Background: an optimization exercise with open tools, aiming at a short achievable clock period and few clock cycles per item. Do not read the settings as production practice.
Only simulation tests tie the RTL to the original design; equivalence was not proved.
Power is estimated from default activity; no workload was simulated.

==> job 612 <==
==> flow/design.v <==
`default_nettype none
package rv_m_pkg;
    localparam int unsigned xlen = 32;
    typedef enum logic [2:0] {
        op_mul    = 3'd0,   
        op_mulh   = 3'd1,   
        op_mulhsu = 3'd2,   
        op_mulhu  = 3'd3,   
        op_div    = 3'd4,
        op_divu   = 3'd5,
        op_rem    = 3'd6,
        op_remu   = 3'd7
    } muldiv_op_e;
    localparam int unsigned op_div_bit = 2;
endpackage
`default_nettype wire
`default_nettype none
package muldiv_pkg;
    typedef struct packed {
        logic [2:0]                   op;   
        logic [31:0]                  a;
        logic [31:0]                  b;
    } muldiv_req_t;
    localparam int unsigned pipe_depth = 22;
endpackage
`default_nettype wire
`timescale 1ns/1ps
`default_nettype none
module div_step_narrow #(
    parameter int unsigned W = 4
) (
    input  logic [W-1:0]  t,         
    input  logic [5:0]    d_low,     
    input  logic [7:0]    d3_low,    
    input  logic          d_fits,    
    output logic [1:0]    q,
    output logic [W-1:0]  r
);
    logic [W+2:0] s1, s2, s3;
    assign s1     = {3'b000, t} - {3'b000, d_low[W-1:0]};
    assign s2     = {3'b000, t} - {2'b00, d_low[W-1:0], 1'b0};
    assign s3     = {3'b000, t} - {1'b0, d3_low[W+1:0]};
    always_comb begin
        if (d_fits && !s3[W+2]) begin
            q = 2'd3;
            r = s3[W-1:0];
        end else if (d_fits && !s2[W+2]) begin
            q = 2'd2;
            r = s2[W-1:0];
        end else if (d_fits && !s1[W+2]) begin
            q = 2'd1;
            r = s1[W-1:0];
        end else begin
            q = 2'd0;
            r = t;
        end
    end
endmodule
module div_pipe (
    input  logic                           clk,
    input  logic [2:0]                     op,         
    input  logic [rv_m_pkg::xlen-1:0]      dividend,
    input  logic [rv_m_pkg::xlen-1:0]      divisor,
    input  logic [rv_m_pkg::xlen-1:0]      mul_word,   
    output logic [rv_m_pkg::xlen-1:0]      result      
);
    localparam int unsigned N  = 32;
    localparam int unsigned KW = 4;    
    localparam int unsigned K2 = 20;   
    localparam int unsigned MUL_IN = KW + 4;   
    logic        sgn, a_neg, b_neg;
    logic [31:0] ma;
    logic [1:0]  t0, q0, r0;
    logic        b_small;   
    logic [1:0]  bl;        
    assign sgn     = !op[0];   
    assign a_neg   = sgn && dividend[31];
    assign b_neg   = sgn && divisor[31];
    assign ma      = a_neg ? -dividend : dividend;
    assign b_small = b_neg ? (&divisor[31:2] && |divisor[1:0]) : !(|divisor[31:2]);
    assign bl      = b_neg ? -divisor[1:0] : divisor[1:0];
    assign t0      = ma[31:30];
    logic       b_lt16;
    logic [5:0] b6;
    assign b_lt16 = b_neg ? (&divisor[31:4] && |divisor[3:0]) : !(|divisor[31:4]);
    assign b6     = {2'b00, b_neg ? -divisor[3:0] : divisor[3:0]};
    always_comb begin
        if (!b_small) begin
            q0 = 2'd0;
            r0 = t0;
        end else if (bl == 2'd0) begin
            q0 = 2'd3;
            r0 = t0;
        end else begin
            q0 = t0 / bl;
            r0 = t0 % bl;
        end
    end
    logic [31:0] r_s    [2:N];
    logic [31:0] x_s    [2:N];
    logic [34:0] nd_s   [2:N];   
    logic [34:0] n3d_s  [KW:K2];  
    logic        selr_s [2:N];   
    logic        neg_s  [2:N];   
    logic        mul_s  [2:N];   
    logic [5:0]  dl_1;           
    logic [7:0]  d3l_1;          
    logic        lt16_1;
    always_ff @(posedge clk) begin
        r_s[2]    <= {30'd0, r0};
        x_s[2]    <= {ma[29:0], q0};
        nd_s[2]   <= b_neg ? {3'b111, divisor} : -{3'b000, divisor};
        dl_1      <= b6;
        selr_s[2] <= op[rv_m_pkg::op_div_bit] && op[1];
        neg_s[2]  <= op[rv_m_pkg::op_div_bit]
                     && (op[1] ? a_neg : ((a_neg ^ b_neg) && divisor != '0));
        mul_s[2]  <= !op[rv_m_pkg::op_div_bit];
        d3l_1     <= {2'b00, b6} + {1'b0, b6, 1'b0};
        lt16_1    <= b_lt16;
    end
    logic [1:0] q1;
    logic [3:0] r1;
    div_step_narrow #(.W(4)) u_it1 (
        .t       ({r_s[2][1:0], x_s[2][31:30]}),
        .d_low   (dl_1),
        .d3_low  (d3l_1),
        .d_fits  (lt16_1),
        .q       (q1),
        .r       (r1)
    );
    always_ff @(posedge clk) begin
        r_s[KW]    <= {28'd0, r1};
        x_s[KW]    <= {x_s[2][29:0], q1};
        nd_s[KW]   <= nd_s[2];
        n3d_s[KW]  <= nd_s[2] + {nd_s[2][33:0], 1'b0};
        selr_s[KW] <= selr_s[2];
        neg_s[KW]  <= neg_s[2];
        mul_s[KW]  <= mul_s[2];
    end
    for (genvar k = KW; k < K2; k += 2) begin : g_r4
        localparam logic [31:0] RMASK = (32'h1 << (k + 2)) - 1;
        logic [33:0] t;
        logic [34:0] s1, s2, s3;
        logic [31:0] r_n;
        logic [31:0] x_n;
        logic [1:0]  q;
        assign t  = {r_s[k], x_s[k][31:30]};
        assign s1 = {1'b0, t} + nd_s[k];
        assign s2 = {1'b0, t} + {nd_s[k][33:0], 1'b0};
        assign s3 = {1'b0, t} + n3d_s[k];
        always_comb begin
            if (!s3[34]) begin
                q   = 2'd3;
                r_n = s3[31:0];
            end else if (!s2[34]) begin
                q   = 2'd2;
                r_n = s2[31:0];
            end else if (!s1[34]) begin
                q   = 2'd1;
                r_n = s1[31:0];
            end else begin
                q   = 2'd0;
                r_n = t[31:0];
            end
        end
        if (k + 2 == MUL_IN) begin : g_mul_in
            assign x_n = mul_s[k] ? mul_word : {x_s[k][29:0], q};
        end else if (k + 2 > MUL_IN) begin : g_mul_hold
            assign x_n = mul_s[k] ? x_s[k] : {x_s[k][29:0], q};
        end else begin : g_div_only
            assign x_n = {x_s[k][29:0], q};
        end
        always_ff @(posedge clk) begin
            r_s[k+2]    <= r_n & RMASK;
            x_s[k+2]    <= x_n;
            nd_s[k+2]   <= nd_s[k];
            if (k + 2 < K2)
                n3d_s[k+2] <= n3d_s[k];
            selr_s[k+2] <= selr_s[k];
            neg_s[k+2]  <= neg_s[k];
            mul_s[k+2]  <= mul_s[k];
        end
    end
    for (genvar k = K2; k < N; k++) begin : g_r2
        localparam logic [31:0] RMASK = (k + 1 >= 32) ? 32'hFFFF_FFFF : ((32'h1 << (k + 1)) - 1);
        logic [32:0] t;
        logic [34:0] s;
        logic        q;
        logic [31:0] r_n;
        logic [31:0] x_n;
        assign t   = {r_s[k], x_s[k][31]};
        assign s   = {2'b00, t} + nd_s[k];   
        assign q   = !s[34];
        assign r_n = q ? s[31:0] : t[31:0];
        assign x_n = mul_s[k] ? x_s[k] : {x_s[k][30:0], q};
        always_ff @(posedge clk) begin
            r_s[k+1]    <= r_n & RMASK;
            x_s[k+1]    <= x_n;
            nd_s[k+1]   <= nd_s[k];
            selr_s[k+1] <= selr_s[k];
            neg_s[k+1]  <= neg_s[k];
            mul_s[k+1]  <= mul_s[k];
        end
    end
    logic [31:0] mag;
    assign mag    = selr_s[N] ? r_s[N] : x_s[N];
    assign result = (mag ^ {32{neg_s[N]}}) + {31'd0, neg_s[N]};
endmodule
`default_nettype wire
`timescale 1ns/1ps
`default_nettype none
module csa_level #(
    parameter int unsigned N_IN  = 3,
    parameter int unsigned N_OUT = 2 * (N_IN / 3) + N_IN % 3
) (
    input  logic [N_IN-1:0][63:0]  rows_in,
    output logic [N_OUT-1:0][63:0] rows_out
);
    localparam int unsigned G = N_IN / 3;
    for (genvar g = 0; g < G; g++) begin : g_fa
        logic [63:0] x, y, z, maj;
        assign x = rows_in[3*g];
        assign y = rows_in[3*g+1];
        assign z = rows_in[3*g+2];
        assign maj             = (x & y) | (x & z) | (y & z);
        assign rows_out[2*g]   = x ^ y ^ z;
        assign rows_out[2*g+1] = {maj[62:0], 1'b0};
    end
    for (genvar p = 0; p < N_IN % 3; p++) begin : g_pass
        assign rows_out[2*G+p] = rows_in[3*G+p];
    end
endmodule
module mul_pipe (
    input  logic                           clk,
    input  logic [2:0]                     op,       
    input  logic [rv_m_pkg::xlen-1:0]      a,
    input  logic [rv_m_pkg::xlen-1:0]      b,
    output logic [rv_m_pkg::xlen-1:0]      result    
);
    localparam int unsigned R0 = 34;
    localparam int unsigned R1 = 23;
    localparam int unsigned R2 = 16;
    localparam int unsigned R3 = 11;
    localparam int unsigned R4 = 8;
    localparam int unsigned R5 = 6;
    localparam int unsigned R6 = 4;
    localparam int unsigned R7 = 3;
    localparam int unsigned R8 = 2;
    logic        a_signed, b_neg;
    logic [63:0] ax;
    assign a_signed = (op == rv_m_pkg::op_mulh) || (op == rv_m_pkg::op_mulhsu);
    assign b_neg    = (op == rv_m_pkg::op_mulh) && b[31];
    assign ax       = {{32{a_signed & a[31]}}, a};
    logic [R0-1:0][63:0] pp;
    for (genvar i = 0; i < 32; i++) begin : g_pp
        assign pp[i] = b[i] ? (ax << i) : 64'd0;
    end
    assign pp[32] = b_neg ? {~a, 32'd0} : 64'd0;
    assign pp[33] = {31'd0, b_neg, 32'd0};
    logic [R1-1:0][63:0] l1;
    logic [R2-1:0][63:0] l2;
    logic [R3-1:0][63:0] l3, l3_q;
    logic [R4-1:0][63:0] l4;
    logic [R5-1:0][63:0] l5;
    logic [R6-1:0][63:0] l6;
    logic [R7-1:0][63:0] l7;
    logic [R8-1:0][63:0] l8, l8_q;
    logic                hi1, hi2;
    csa_level #(.N_IN(R0)) u_l1 (.rows_in(pp),   .rows_out(l1));
    csa_level #(.N_IN(R1)) u_l2 (.rows_in(l1),   .rows_out(l2));
    csa_level #(.N_IN(R2)) u_l3 (.rows_in(l2),   .rows_out(l3));
    csa_level #(.N_IN(R3)) u_l4 (.rows_in(l3_q), .rows_out(l4));
    csa_level #(.N_IN(R4)) u_l5 (.rows_in(l4),   .rows_out(l5));
    csa_level #(.N_IN(R5)) u_l6 (.rows_in(l5),   .rows_out(l6));
    csa_level #(.N_IN(R6)) u_l7 (.rows_in(l6),   .rows_out(l7));
    csa_level #(.N_IN(R7)) u_l8 (.rows_in(l7),   .rows_out(l8));
    always_ff @(posedge clk) begin
        l3_q <= l3;
        hi1  <= (op != rv_m_pkg::op_mul);
        l8_q <= l8;
        hi2  <= hi1;
    end
    logic [63:0] prod;
    assign prod = l8_q[0] + l8_q[1];
    always_ff @(posedge clk)
        result <= hi2 ? prod[63:32] : prod[31:0];
endmodule
`default_nettype wire
`timescale 1ns/1ps
`default_nettype none
module muldiv_ctrl (
    input  logic                           clk,
    input  logic                           reset,
    input  logic                           req,
    input  muldiv_pkg::muldiv_req_t        req_data,
    output logic                           busy,
    output logic                           result_valid,
    output logic [rv_m_pkg::xlen-1:0]      result,
    output muldiv_pkg::muldiv_req_t        req_q,
    input  logic [rv_m_pkg::xlen-1:0]      pipe_result
);
    localparam int unsigned D = muldiv_pkg::pipe_depth;
    logic [D:0] valid;   
    assign busy = 1'b0;
    always_ff @(posedge clk) begin
        req_q  <= req_data;
        result <= pipe_result;
    end
    always_ff @(posedge clk) begin
        if (reset) begin
            valid        <= '0;
            result_valid <= 1'b0;
        end else begin
            valid        <= {valid[D-1:0], req};
            result_valid <= valid[D];
        end
    end
endmodule
`default_nettype wire
`timescale 1ns/1ps
`default_nettype none
module muldiv_unit (
    input  logic                           clk,
    input  logic                           reset,
    input  logic                           req,
    input  muldiv_pkg::muldiv_req_t        req_data,
    output logic                           busy,
    output logic                           result_valid,
    output logic [rv_m_pkg::xlen-1:0]      result
);
    muldiv_pkg::muldiv_req_t        req_q;
    logic [rv_m_pkg::xlen-1:0]      mul_word;
    logic [rv_m_pkg::xlen-1:0]      pipe_result;
    muldiv_ctrl u_ctrl (
        .clk          (clk),
        .reset        (reset),
        .req          (req),
        .req_data     (req_data),
        .busy         (busy),
        .result_valid (result_valid),
        .result       (result),
        .req_q        (req_q),
        .pipe_result  (pipe_result)
    );
    mul_pipe u_mul (
        .clk    (clk),
        .op     (req_q.op),
        .a      (req_q.a),
        .b      (req_q.b),
        .result (mul_word)
    );
    div_pipe u_div (
        .clk      (clk),
        .op       (req_q.op),
        .dividend (req_q.a),
        .divisor  (req_q.b),
        .mul_word (mul_word),
        .result   (pipe_result)
    );
endmodule
`default_nettype wire
==> flow/flow/run.sh <==
#!/bin/bash
# The standard layout (standard.sh: ORFS synthesis to final layout, unchanged scripts and
# constraints), with ORFS's timing repair asked to leave setup slack beyond what the 10 ns
# clock needs, so that the achieved period comes out as short as repair can make it.
# ORFS writes each step's full log under orfs/logs; make's own output goes to standard_flow.log.
set -euo pipefail
bash standard.sh SETUP_SLACK_MARGIN=7 finish > standard_flow.log 2>&1
==> flow/standard.sh <==
#!/bin/bash
# synth_recipe.tcl (not shown) runs the flow's synth.tcl, then flattens the netlist and writes it again
# the make line also repeats each setting of config.mk as NAME=value (left out here)
make -C /OpenROAD-flow-scripts/flow DESIGN_CONFIG=/design/flow/config.mk WORK_HOME=/design/flow/orfs CLKGATE_MAP_FILE= SYNTH_SCRIPT=/design/flow/synth_recipe.tcl "${@:-finish}"
==> flow/config.mk <==
export PLATFORM = sky130hd
export DESIGN_NAME = muldiv_unit
export DESIGN_NICKNAME = muldiv_unit
export VERILOG_FILES = /design/flow/design.v
export SDC_FILE = /design/flow/constraint.sdc
export NUM_CORES = 4
export LEC_CHECK = 0
export ABC_CLOCK_PERIOD_IN_PS = 2500
export CAP_MARGIN = 20
export CORE_MARGIN = 2
export CORE_UTILIZATION = 55
export PLACE_DENSITY = 0.72
export SLEW_MARGIN = 20
==> flow/constraint.sdc <==
create_clock -name core_clock -period 10.0 [get_ports {clk}]
set_input_delay 2.0000 -clock core_clock [delete_from_list [all_inputs] [get_ports {clk}]]
set_output_delay 2.0000 -clock core_clock [all_outputs]
set_load 0.01 [all_outputs]
==> inputs of job 6429, as changes to job 612 <==
--- a/flow/design.v
+++ b/flow/design.v
@@ -22,5 +22,5 @@
         logic [31:0]                  b;
     } muldiv_req_t;
-    localparam int unsigned pipe_depth = 22;
+    localparam int unsigned pipe_depth = 23;
 endpackage
 `default_nettype wire
@@ -67,11 +67,14 @@
     localparam int unsigned N  = 32;
     localparam int unsigned KW = 4;    
-    localparam int unsigned K2 = 20;   
-    localparam int unsigned MUL_IN = KW + 4;   
+    localparam int unsigned K2 = 18;   
+    localparam int unsigned MUL_IN = KW + 6;   
     logic        sgn, a_neg, b_neg;
     logic [31:0] ma;
-    logic [1:0]  t0, q0, r0;
     logic        b_small;   
     logic [1:0]  bl;        
+    logic        a_low0;    
+    logic [1:0]  ta_pos, ta_neg, ta_negc;
+    logic [3:0]  f_pos, f_neg, f_negc;
+    logic [1:0]  q0, r0;
     assign sgn     = !op[0];   
     assign a_neg   = sgn && dividend[31];
@@ -80,22 +83,32 @@
     assign b_small = b_neg ? (&divisor[31:2] && |divisor[1:0]) : !(|divisor[31:2]);
     assign bl      = b_neg ? -divisor[1:0] : divisor[1:0];
-    assign t0      = ma[31:30];
+    assign a_low0  = (dividend[29:0] == '0);
+    assign ta_pos  = dividend[31:30];
+    assign ta_neg  = ~dividend[31:30];
+    assign ta_negc = ~dividend[31:30] + 2'd1;
+    function automatic logic [3:0] div_top(input logic [1:0] t, input logic fits,
+                                           input logic [1:0] d);
+        logic [3:0] f;
+        if (!fits)
+            f = {2'd0, t};
+        else begin
+            case (d)
+                2'd0:    f = {2'd3, t};
+                2'd1:    f = {t, 2'd0};
+                2'd2:    f = {1'b0, t[1], 1'b0, t[0]};
+                default: f = (t == 2'd3) ? 4'b0100 : {2'd0, t};
+            endcase
+        end
+        div_top = f;
+    endfunction
+    assign f_pos   = div_top(ta_pos,  b_small, bl);
+    assign f_neg   = div_top(ta_neg,  b_small, bl);
+    assign f_negc  = div_top(ta_negc, b_small, bl);
+    assign {q0, r0} = !a_neg ? f_pos : (a_low0 ? f_negc : f_neg);
     logic       b_lt16;
     logic [5:0] b6;
     assign b_lt16 = b_neg ? (&divisor[31:4] && |divisor[3:0]) : !(|divisor[31:4]);
     assign b6     = {2'b00, b_neg ? -divisor[3:0] : divisor[3:0]};
-    always_comb begin
-        if (!b_small) begin
-            q0 = 2'd0;
-            r0 = t0;
-        end else if (bl == 2'd0) begin
-            q0 = 2'd3;
-            r0 = t0;
-        end else begin
-            q0 = t0 / bl;
-            r0 = t0 % bl;
-        end
-    end
-    logic [31:0] r_s    [2:N];
+    logic [31:0] r_s    [2:K2];
     logic [31:0] x_s    [2:N];
     logic [34:0] nd_s   [2:N];   
@@ -182,18 +195,26 @@
         end
     end
+    logic [31:0] ra_s [K2:N];   
+    logic [31:0] rb_s [K2:N];   
+    logic        qp_s [K2:N];   
+    assign ra_s[K2] = r_s[K2];
+    assign rb_s[K2] = r_s[K2];
+    assign qp_s[K2] = 1'b0;
     for (genvar k = K2; k < N; k++) begin : g_r2
         localparam logic [31:0] RMASK = (k + 1 >= 32) ? 32'hFFFF_FFFF : ((32'h1 << (k + 1)) - 1);
-        logic [32:0] t;
-        logic [34:0] s;
+        logic [32:0] ta, tb;
+        logic [34:0] sa, sb;   
         logic        q;
-        logic [31:0] r_n;
         logic [31:0] x_n;
-        assign t   = {r_s[k], x_s[k][31]};
-        assign s   = {2'b00, t} + nd_s[k];   
-        assign q   = !s[34];
-        assign r_n = q ? s[31:0] : t[31:0];
+        assign ta  = {ra_s[k], x_s[k][31]};
+        assign tb  = {rb_s[k], x_s[k][31]};
+        assign sa  = {2'b00, ta} + nd_s[k];
+        assign sb  = {2'b00, tb} + nd_s[k];
+        assign q   = qp_s[k] ? !sa[34] : !sb[34];
         assign x_n = mul_s[k] ? x_s[k] : {x_s[k][30:0], q};
         always_ff @(posedge clk) begin
-            r_s[k+1]    <= r_n & RMASK;
+            ra_s[k+1]   <= (qp_s[k] ? sa[31:0] : sb[31:0]) & RMASK;
+            rb_s[k+1]   <= (qp_s[k] ? ta[31:0] : tb[31:0]) & RMASK;
+            qp_s[k+1]   <= q;
             x_s[k+1]    <= x_n;
             nd_s[k+1]   <= nd_s[k];
@@ -204,5 +225,5 @@
     end
     logic [31:0] mag;
-    assign mag    = selr_s[N] ? r_s[N] : x_s[N];
+    assign mag    = selr_s[N] ? (qp_s[N] ? ra_s[N] : rb_s[N]) : x_s[N];
     assign result = (mag ^ {32{neg_s[N]}}) + {31'd0, neg_s[N]};
 endmodule
@@ -263,8 +284,8 @@
     logic [R4-1:0][63:0] l4;
     logic [R5-1:0][63:0] l5;
-    logic [R6-1:0][63:0] l6;
+    logic [R6-1:0][63:0] l6, l6_q;
     logic [R7-1:0][63:0] l7;
     logic [R8-1:0][63:0] l8, l8_q;
-    logic                hi1, hi2;
+    logic                hi1, hi2, hi3;
     csa_level #(.N_IN(R0)) u_l1 (.rows_in(pp),   .rows_out(l1));
     csa_level #(.N_IN(R1)) u_l2 (.rows_in(l1),   .rows_out(l2));
@@ -273,16 +294,18 @@
     csa_level #(.N_IN(R4)) u_l5 (.rows_in(l4),   .rows_out(l5));
     csa_level #(.N_IN(R5)) u_l6 (.rows_in(l5),   .rows_out(l6));
-    csa_level #(.N_IN(R6)) u_l7 (.rows_in(l6),   .rows_out(l7));
+    csa_level #(.N_IN(R6)) u_l7 (.rows_in(l6_q), .rows_out(l7));
     csa_level #(.N_IN(R7)) u_l8 (.rows_in(l7),   .rows_out(l8));
     always_ff @(posedge clk) begin
         l3_q <= l3;
         hi1  <= (op != rv_m_pkg::op_mul);
-        l8_q <= l8;
+        l6_q <= l6;
         hi2  <= hi1;
+        l8_q <= l8;
+        hi3  <= hi2;
     end
     logic [63:0] prod;
     assign prod = l8_q[0] + l8_q[1];
     always_ff @(posedge clk)
-        result <= hi2 ? prod[63:32] : prod[31:0];
+        result <= hi3 ? prod[63:32] : prod[31:0];
 endmodule
 `default_nettype wire
- CORE_UTILIZATION: 55 -> 65
- PLACE_DENSITY: 0.72 -> 0.8
==> inputs of job 9938, as changes to job 612 <==
--- a/flow/design.v
+++ b/flow/design.v
@@ -22,5 +22,5 @@
         logic [31:0]                  b;
     } muldiv_req_t;
-    localparam int unsigned pipe_depth = 22;
+    localparam int unsigned pipe_depth = 23;
 endpackage
 `default_nettype wire
@@ -67,11 +67,14 @@
     localparam int unsigned N  = 32;
     localparam int unsigned KW = 4;    
-    localparam int unsigned K2 = 20;   
-    localparam int unsigned MUL_IN = KW + 4;   
+    localparam int unsigned K2 = 18;   
+    localparam int unsigned MUL_IN = KW + 6;   
     logic        sgn, a_neg, b_neg;
     logic [31:0] ma;
-    logic [1:0]  t0, q0, r0;
     logic        b_small;   
     logic [1:0]  bl;        
+    logic        a_low0;    
+    logic [1:0]  ta_pos, ta_neg, ta_negc;
+    logic [3:0]  f_pos, f_neg, f_negc;
+    logic [1:0]  q0, r0;
     assign sgn     = !op[0];   
     assign a_neg   = sgn && dividend[31];
@@ -80,22 +83,32 @@
     assign b_small = b_neg ? (&divisor[31:2] && |divisor[1:0]) : !(|divisor[31:2]);
     assign bl      = b_neg ? -divisor[1:0] : divisor[1:0];
-    assign t0      = ma[31:30];
+    assign a_low0  = (dividend[29:0] == '0);
+    assign ta_pos  = dividend[31:30];
+    assign ta_neg  = ~dividend[31:30];
+    assign ta_negc = ~dividend[31:30] + 2'd1;
+    function automatic logic [3:0] div_top(input logic [1:0] t, input logic fits,
+                                           input logic [1:0] d);
+        logic [3:0] f;
+        if (!fits)
+            f = {2'd0, t};
+        else begin
+            case (d)
+                2'd0:    f = {2'd3, t};
+                2'd1:    f = {t, 2'd0};
+                2'd2:    f = {1'b0, t[1], 1'b0, t[0]};
+                default: f = (t == 2'd3) ? 4'b0100 : {2'd0, t};
+            endcase
+        end
+        div_top = f;
+    endfunction
+    assign f_pos   = div_top(ta_pos,  b_small, bl);
+    assign f_neg   = div_top(ta_neg,  b_small, bl);
+    assign f_negc  = div_top(ta_negc, b_small, bl);
+    assign {q0, r0} = !a_neg ? f_pos : (a_low0 ? f_negc : f_neg);
     logic       b_lt16;
     logic [5:0] b6;
     assign b_lt16 = b_neg ? (&divisor[31:4] && |divisor[3:0]) : !(|divisor[31:4]);
     assign b6     = {2'b00, b_neg ? -divisor[3:0] : divisor[3:0]};
-    always_comb begin
-        if (!b_small) begin
-            q0 = 2'd0;
-            r0 = t0;
-        end else if (bl == 2'd0) begin
-            q0 = 2'd3;
-            r0 = t0;
-        end else begin
-            q0 = t0 / bl;
-            r0 = t0 % bl;
-        end
-    end
-    logic [31:0] r_s    [2:N];
+    logic [31:0] r_s    [2:K2];
     logic [31:0] x_s    [2:N];
     logic [34:0] nd_s   [2:N];   
@@ -182,18 +195,26 @@
         end
     end
+    logic [31:0] ra_s [K2:N];   
+    logic [31:0] rb_s [K2:N];   
+    logic        qp_s [K2:N];   
+    assign ra_s[K2] = r_s[K2];
+    assign rb_s[K2] = r_s[K2];
+    assign qp_s[K2] = 1'b0;
     for (genvar k = K2; k < N; k++) begin : g_r2
         localparam logic [31:0] RMASK = (k + 1 >= 32) ? 32'hFFFF_FFFF : ((32'h1 << (k + 1)) - 1);
-        logic [32:0] t;
-        logic [34:0] s;
+        logic [32:0] ta, tb;
+        logic [34:0] sa, sb;   
         logic        q;
-        logic [31:0] r_n;
         logic [31:0] x_n;
-        assign t   = {r_s[k], x_s[k][31]};
-        assign s   = {2'b00, t} + nd_s[k];   
-        assign q   = !s[34];
-        assign r_n = q ? s[31:0] : t[31:0];
+        assign ta  = {ra_s[k], x_s[k][31]};
+        assign tb  = {rb_s[k], x_s[k][31]};
+        assign sa  = {2'b00, ta} + nd_s[k];
+        assign sb  = {2'b00, tb} + nd_s[k];
+        assign q   = qp_s[k] ? !sa[34] : !sb[34];
         assign x_n = mul_s[k] ? x_s[k] : {x_s[k][30:0], q};
         always_ff @(posedge clk) begin
-            r_s[k+1]    <= r_n & RMASK;
+            ra_s[k+1]   <= (qp_s[k] ? sa[31:0] : sb[31:0]) & RMASK;
+            rb_s[k+1]   <= (qp_s[k] ? ta[31:0] : tb[31:0]) & RMASK;
+            qp_s[k+1]   <= q;
             x_s[k+1]    <= x_n;
             nd_s[k+1]   <= nd_s[k];
@@ -204,5 +225,5 @@
     end
     logic [31:0] mag;
-    assign mag    = selr_s[N] ? r_s[N] : x_s[N];
+    assign mag    = selr_s[N] ? (qp_s[N] ? ra_s[N] : rb_s[N]) : x_s[N];
     assign result = (mag ^ {32{neg_s[N]}}) + {31'd0, neg_s[N]};
 endmodule
@@ -263,8 +284,8 @@
     logic [R4-1:0][63:0] l4;
     logic [R5-1:0][63:0] l5;
-    logic [R6-1:0][63:0] l6;
+    logic [R6-1:0][63:0] l6, l6_q;
     logic [R7-1:0][63:0] l7;
     logic [R8-1:0][63:0] l8, l8_q;
-    logic                hi1, hi2;
+    logic                hi1, hi2, hi3;
     csa_level #(.N_IN(R0)) u_l1 (.rows_in(pp),   .rows_out(l1));
     csa_level #(.N_IN(R1)) u_l2 (.rows_in(l1),   .rows_out(l2));
@@ -273,16 +294,18 @@
     csa_level #(.N_IN(R4)) u_l5 (.rows_in(l4),   .rows_out(l5));
     csa_level #(.N_IN(R5)) u_l6 (.rows_in(l5),   .rows_out(l6));
-    csa_level #(.N_IN(R6)) u_l7 (.rows_in(l6),   .rows_out(l7));
+    csa_level #(.N_IN(R6)) u_l7 (.rows_in(l6_q), .rows_out(l7));
     csa_level #(.N_IN(R7)) u_l8 (.rows_in(l7),   .rows_out(l8));
     always_ff @(posedge clk) begin
         l3_q <= l3;
         hi1  <= (op != rv_m_pkg::op_mul);
-        l8_q <= l8;
+        l6_q <= l6;
         hi2  <= hi1;
+        l8_q <= l8;
+        hi3  <= hi2;
     end
     logic [63:0] prod;
     assign prod = l8_q[0] + l8_q[1];
     always_ff @(posedge clk)
-        result <= hi2 ? prod[63:32] : prod[31:0];
+        result <= hi3 ? prod[63:32] : prod[31:0];
 endmodule
 `default_nettype wire
==> comparison <==
- Against job 612, the total power of job 9938 is larger by about 9%.
- The highest setup slack belongs to job 9938, the lowest to job 612.
- The lowest fmax belongs to job 612, the highest to job 9938.
- Via count: job 612 < job 9938 < job 6429.
- Of job 9938 and job 6429, job 9938 has the higher clock skew (gap 8.5 ps).
- First-iteration DRC count, lowest first: job 612, job 9938, job 6429.
- Against job 6429, the synthesized cell count of job 612 is lower by 19%.
- Final area: job 612 is smaller than job 9938 (about 14%).
==> figures <==
metric	job 6429	job 612	job 9938
Leakage	89.2 nW	77.2 nW	88.6 nW
Worst-case clock skew	69.0 ps	72.8 ps	77.5 ps
Synth warn	14	11	14
Post-cts resize count	1108	1121	903
Total number of vias	122k	98.7k	119k
Result of the run	complete, no violations	complete, no violations	complete, no violations
Fmax	285 MHz	276 MHz	292 MHz
Portion of netlist area occupied by mux cells	0.0702	0.0826	0.0702
Post-detailed-route via-to-cell ratio	5.85	5.53	5.56
Combinational fraction of design power	0.445	0.495	0.436
Met1 wire length	165 mm	144 mm	175 mm
Placed cells	19.7k	16.7k	20.3k
Power in combinational cells	0.0285 W	0.0284 W	0.0273 W
Destination of the worst register-to-register timing path	u_div.r_s[16][0]$_DFF_P_	u_div.r_s[32][30]$_DFF_P_	u_div.r_s[16][0]$_DFF_P_
Critical register-to-register path startpoint	u_div.x_s[14][30]$_DFF_P_	u_div.x_s[31][31]$_DFF_P_	u_div.x_s[14][30]$_DFF_P_
ClkCell Share	0.0623	0.0591	0.0614
Worst setup slack after placement	5930 ps	5700 ps	5960 ps
Testbench counts of job 612, summed over its fixed seeds: cycles 2,592, ops 2,400.
Testbench counts of job 6429, summed over its fixed seeds: cycles 2,600, ops 2,400.
Testbench counts of job 9938, summed over its fixed seeds: cycles 2,600, ops 2,400.

==> afterwards: timing with drivers on the ports <==
The flow's constraints put no driver on any port. The routed layouts listed below were extracted and timed again, unchanged, in two steps.
Step 1, drivers: a clkbuf_16 drives clk and a buf_2 each remaining input, both assumed.
Step 2 times the ports against the registers' clock, not the clock port: input delays grow and output delays shrink by t, the midpoint of the rising clock arrivals with the driver on.
a / b / c = ideal ports / drivers / drivers and shift; a / b = the first two.
run	t (ns)	slack for setup (ns)	worst setup path after step 2	worst data-port slew with drivers (ns)	cell pins on the clock port's net
job 612	0.940	6.374 / 6.374 / 6.374	register to register	0.06	1
job 6429	1.022	6.488 / 6.483 / 6.488	register to register	0.06	1
job 9938	1.023	6.574 / 6.527 / 6.574	register to register	0.06	1
After both steps every run listed still meets setup and hold.
